Background: an optimization exercise with open tools, aiming at small area, a short achievable clock period and few clock cycles per item. Do not read the settings as production practice.
Function was checked by simulation only, so behaviour that the tests miss may differ from the original.
The flow treats the clock pin as an ideal source, which a real chip does not have.
Power is estimated from default activity; no workload was simulated.

==> flow/design.v <==
package mips_pkg;
  localparam logic [1:0] FAULT_NONE     = 2'b00;
  localparam logic [1:0] FAULT_MISALIGN = 2'b01;
  localparam logic [1:0] FAULT_RANGE    = 2'b10;
  function automatic logic [1:0] fault_code(input logic misaligned, input logic out_of_range);
    fault_code = (misaligned ? FAULT_MISALIGN : FAULT_NONE) | (out_of_range ? FAULT_RANGE : FAULT_NONE);
  endfunction
endpackage
module inst_mem_array #(
  parameter int DATA_W = 32,
  parameter int DEPTH  = 128,
  parameter int GROUPS = 8,
  parameter int AW     = $clog2(DEPTH)
) (
  input  logic                          clock,
  input  logic [DEPTH-1:0]              wr_sel,
  input  logic [DATA_W-1:0]             wr_data,
  input  logic [DEPTH-1:0]              rd_sel,
  output logic [GROUPS-1:0][DATA_W-1:0] rd_part
);
  localparam int GW = DEPTH / GROUPS;
  logic [DEPTH-1:0][DATA_W-1:0] words;
  for (genvar w = 0; w < DEPTH; w++) begin : g_word
    always_ff @(posedge clock) begin
      if (wr_sel[w]) begin
        words[w] <= wr_data;
      end
    end
  end
  always_comb begin
    rd_part = '0;
    for (int w = 0; w < DEPTH; w++) begin
      rd_part[w / GW] = rd_part[w / GW] | (words[w] & {DATA_W{rd_sel[w]}});
    end
  end
endmodule
module inst_mem_fetch #(
  parameter int              DATA_W   = 32,
  parameter int              DEPTH    = 128,
  parameter int              ADDR_W   = 32,
  parameter logic [DATA_W-1:0] NOP_WORD = '0
) (
  input  logic                     clock,
  input  logic                     reset_n,
  input  logic                     prog_en,
  input  logic                     prog_we,
  input  logic [$clog2(DEPTH)-1:0] prog_addr,
  input  logic [DATA_W-1:0]        prog_data,
  input  logic                     fetch_req,
  input  logic [ADDR_W-1:0]        fetch_addr,
  output logic                     fetch_ready,
  output logic                     inst_valid,
  input  logic                     inst_ready,
  output logic [DATA_W-1:0]        inst,
  output logic [1:0]               inst_fault,
  output logic [15:0]              fetch_count
);
  localparam int AW         = $clog2(DEPTH);
  localparam int GROUPS     = 4;
  localparam int BYTE_SHIFT = $clog2(DATA_W / 8);
  localparam logic [ADDR_W-1:0] LSB_MASK  = ADDR_W'((1 << BYTE_SHIFT) - 1);
  localparam logic [ADDR_W-1:0] DEPTH_LIM = ADDR_W'(DEPTH);
  logic              accept;
  logic [ADDR_W-1:0] word_index;
  logic [1:0]        in_fault;
  logic              s_valid;
  logic [AW-1:0]     s_index;
  logic [1:0]        s_fault;
  logic              a_valid;
  logic [DEPTH-1:0]  a_sel;
  logic [1:0]        a_fault;
  logic              b_valid;
  logic [GROUPS-1:0][DATA_W-1:0] b_part;
  logic [1:0]        b_fault;
  logic              pop;
  logic              b_move;
  logic              b_load;
  logic              a_move;
  logic              a_load;
  logic [GROUPS-1:0][DATA_W-1:0] rd_part;
  logic [DEPTH-1:0]  wr_sel_q;
  logic [DATA_W-1:0] wr_data_q;
  logic [AW-1:0]     ld_index;
  logic [1:0]        ld_fault;
  logic [DEPTH-1:0]  ld_sel;
  logic [DATA_W-1:0] rd_data;
  assign accept     = fetch_ready && fetch_req;
  assign word_index = fetch_addr >> BYTE_SHIFT;
  assign in_fault   = mips_pkg::fault_code(|(fetch_addr & LSB_MASK), word_index >= DEPTH_LIM);
  assign pop    = inst_valid && inst_ready;
  assign b_move = b_valid && (!inst_valid || inst_ready);
  assign b_load = !b_valid || b_move;
  assign a_move = a_valid && b_load;
  assign a_load = !a_valid || a_move;
  always_comb begin
    rd_data = '0;
    for (int g = 0; g < GROUPS; g++) rd_data = rd_data | b_part[g];
  end
  assign ld_index = s_valid ? s_index : word_index[AW-1:0];
  assign ld_fault = s_valid ? s_fault : in_fault;
  localparam int LO_W = AW / 2 + AW % 2;
  localparam int HI_W = AW - LO_W;
  logic [(1 << LO_W)-1:0] lo_dec;
  logic [(1 << HI_W)-1:0] hi_dec;
  always_comb begin
    for (int j = 0; j < (1 << LO_W); j++) lo_dec[j] = (ld_index[LO_W-1:0] == LO_W'(j));
    for (int j = 0; j < (1 << HI_W); j++)
      hi_dec[j] = (ld_index[AW-1:LO_W] == HI_W'(j)) && (ld_fault == mips_pkg::FAULT_NONE);
    for (int w = 0; w < DEPTH; w++) ld_sel[w] = hi_dec[w >> LO_W] && lo_dec[w % (1 << LO_W)];
  end
  always_ff @(posedge clock or negedge reset_n) begin
    if (!reset_n) begin
      fetch_ready <= 1'b0;
      s_valid     <= 1'b0;
      a_valid     <= 1'b0;
      b_valid     <= 1'b0;
      inst_valid  <= 1'b0;
      fetch_count <= '0;
    end else begin
      if (a_load) begin
        a_valid <= s_valid || accept;
        s_valid <= s_valid && accept;
        fetch_ready <= !(s_valid && accept);
      end else begin
        s_valid <= s_valid || accept;
        fetch_ready <= !(s_valid || accept);
      end
      if (b_load) begin
        b_valid <= a_valid;
      end
      if (b_move) begin
        inst_valid <= 1'b1;
      end else if (pop) begin
        inst_valid <= 1'b0;
      end
      if (accept && (fetch_count != 16'hFFFF)) begin
        fetch_count <= fetch_count + 16'd1;
      end
    end
  end
  always_ff @(posedge clock) begin
    for (int w = 0; w < DEPTH; w++) wr_sel_q[w] <= prog_en && prog_we && (prog_addr == AW'(w));
    wr_data_q <= prog_data;
    if (accept) begin
      s_index <= word_index[AW-1:0];
      s_fault <= in_fault;
    end
    if (a_load) begin
      a_sel   <= ld_sel;
      a_fault <= ld_fault;
    end
    if (b_load) begin
      b_part  <= rd_part;
      b_fault <= a_fault;
    end
    if (b_move) begin
      inst       <= rd_data;
      inst_fault <= b_fault;
    end
  end
  inst_mem_array #(
    .DATA_W (DATA_W),
    .DEPTH  (DEPTH),
    .GROUPS (GROUPS),
    .AW     (AW)
  ) u_array (
    .clock   (clock),
    .wr_sel  (wr_sel_q),
    .wr_data (wr_data_q),
    .rd_sel  (a_sel),
    .rd_part (rd_part)
  );
endmodule
export LEC_CHECK = 0
export CAP_MARGIN = 20
export CORE_MARGIN = 2
export CORE_UTILIZATION = 62
export CTS_CLUSTER_DIAMETER = 100
export CTS_CLUSTER_SIZE = 25
export SETUP_SLACK_MARGIN = 1.4
export SLEW_MARGIN = 20
export TNS_END_PERCENT = 20
create_clock -name core_clock -period 3.5 [get_ports {clock}]
standard.sh (not shown) runs the stock make flow with config.mk's settings and CLKGATE_MAP_FILE= SYNTH_SCRIPT=/design/flow/synth_recipe.tcl, a recipe that flattens the netlist after the stock synthesis.
==> flow/flow/run.sh <==
#!/bin/bash
# Standard synthesis and layout, with sizing free to change a cell's footprint, port buffers
# from the regular buffer family, and the clock root split into four buffers on the port
# (flow/post_cts.tcl). Each tool run logs to its own file here.
set -euo pipefail
W=$(pwd)
bash standard.sh synth > synth.log 2>&1
bash standard.sh MATCH_CELL_FOOTPRINT=0 "BUFFER_PORTS_ARGS=-buffer_cell sky130_fd_sc_hd__buf_4" \
  SKIP_CTS_REPAIR_TIMING=1 "POST_CTS_TCL=$W/flow/post_cts.tcl" finish > layout.log 2>&1
Other scripts of this flow, unchanged in this note and not shown: flow/flow/post_cts.tcl, flow/flow/splitroot.tcl
Testbench counts at the start, summed over its fixed seeds: cycles 18,126, items 16,000.
Change:
- CORE_UTILIZATION: 62 -> 55
Effect: Register-to-register slack stays flat. Sequential power hardly moves. Hold slack stays flat. Core utilization is lower by 7.9 points.

==> re-timing with driven ports <==
No port has a modelled driver above. Below, the same layouts with a new extraction and two added sets of constraints. Step 1: set_driving_cell puts a clkbuf_16 on clock and a buf_2 on each other input, an assumption about the parent block. Step 2 times the ports against the registers' clock, not the clock port: input delays grow and output delays shrink by t, the midpoint of the rising clock arrivals with the driver on. Three values: ideal, step 1, step 2; two values: the first two.
run | t (ns) | slack for setup (ns) | worst hold slack (ns) | worst register clock-pin slew, ns | pins driven straight from the clock port
the first run | 0.807 | 1.264 / 1.173 / 0.851 | 0.102 / -0.004 / 0.438 | 0.11 / 0.11 | 4
the second run | 0.887 | 1.255 / 1.119 / 0.838 | 0.103 / -0.090 / 0.432 | 0.11 / 0.11 | 4
After both steps every run listed still meets setup and hold. The setup slack of the second run, which loses most, moves by -0.136 ns with the drivers and by -0.417 ns with both steps.
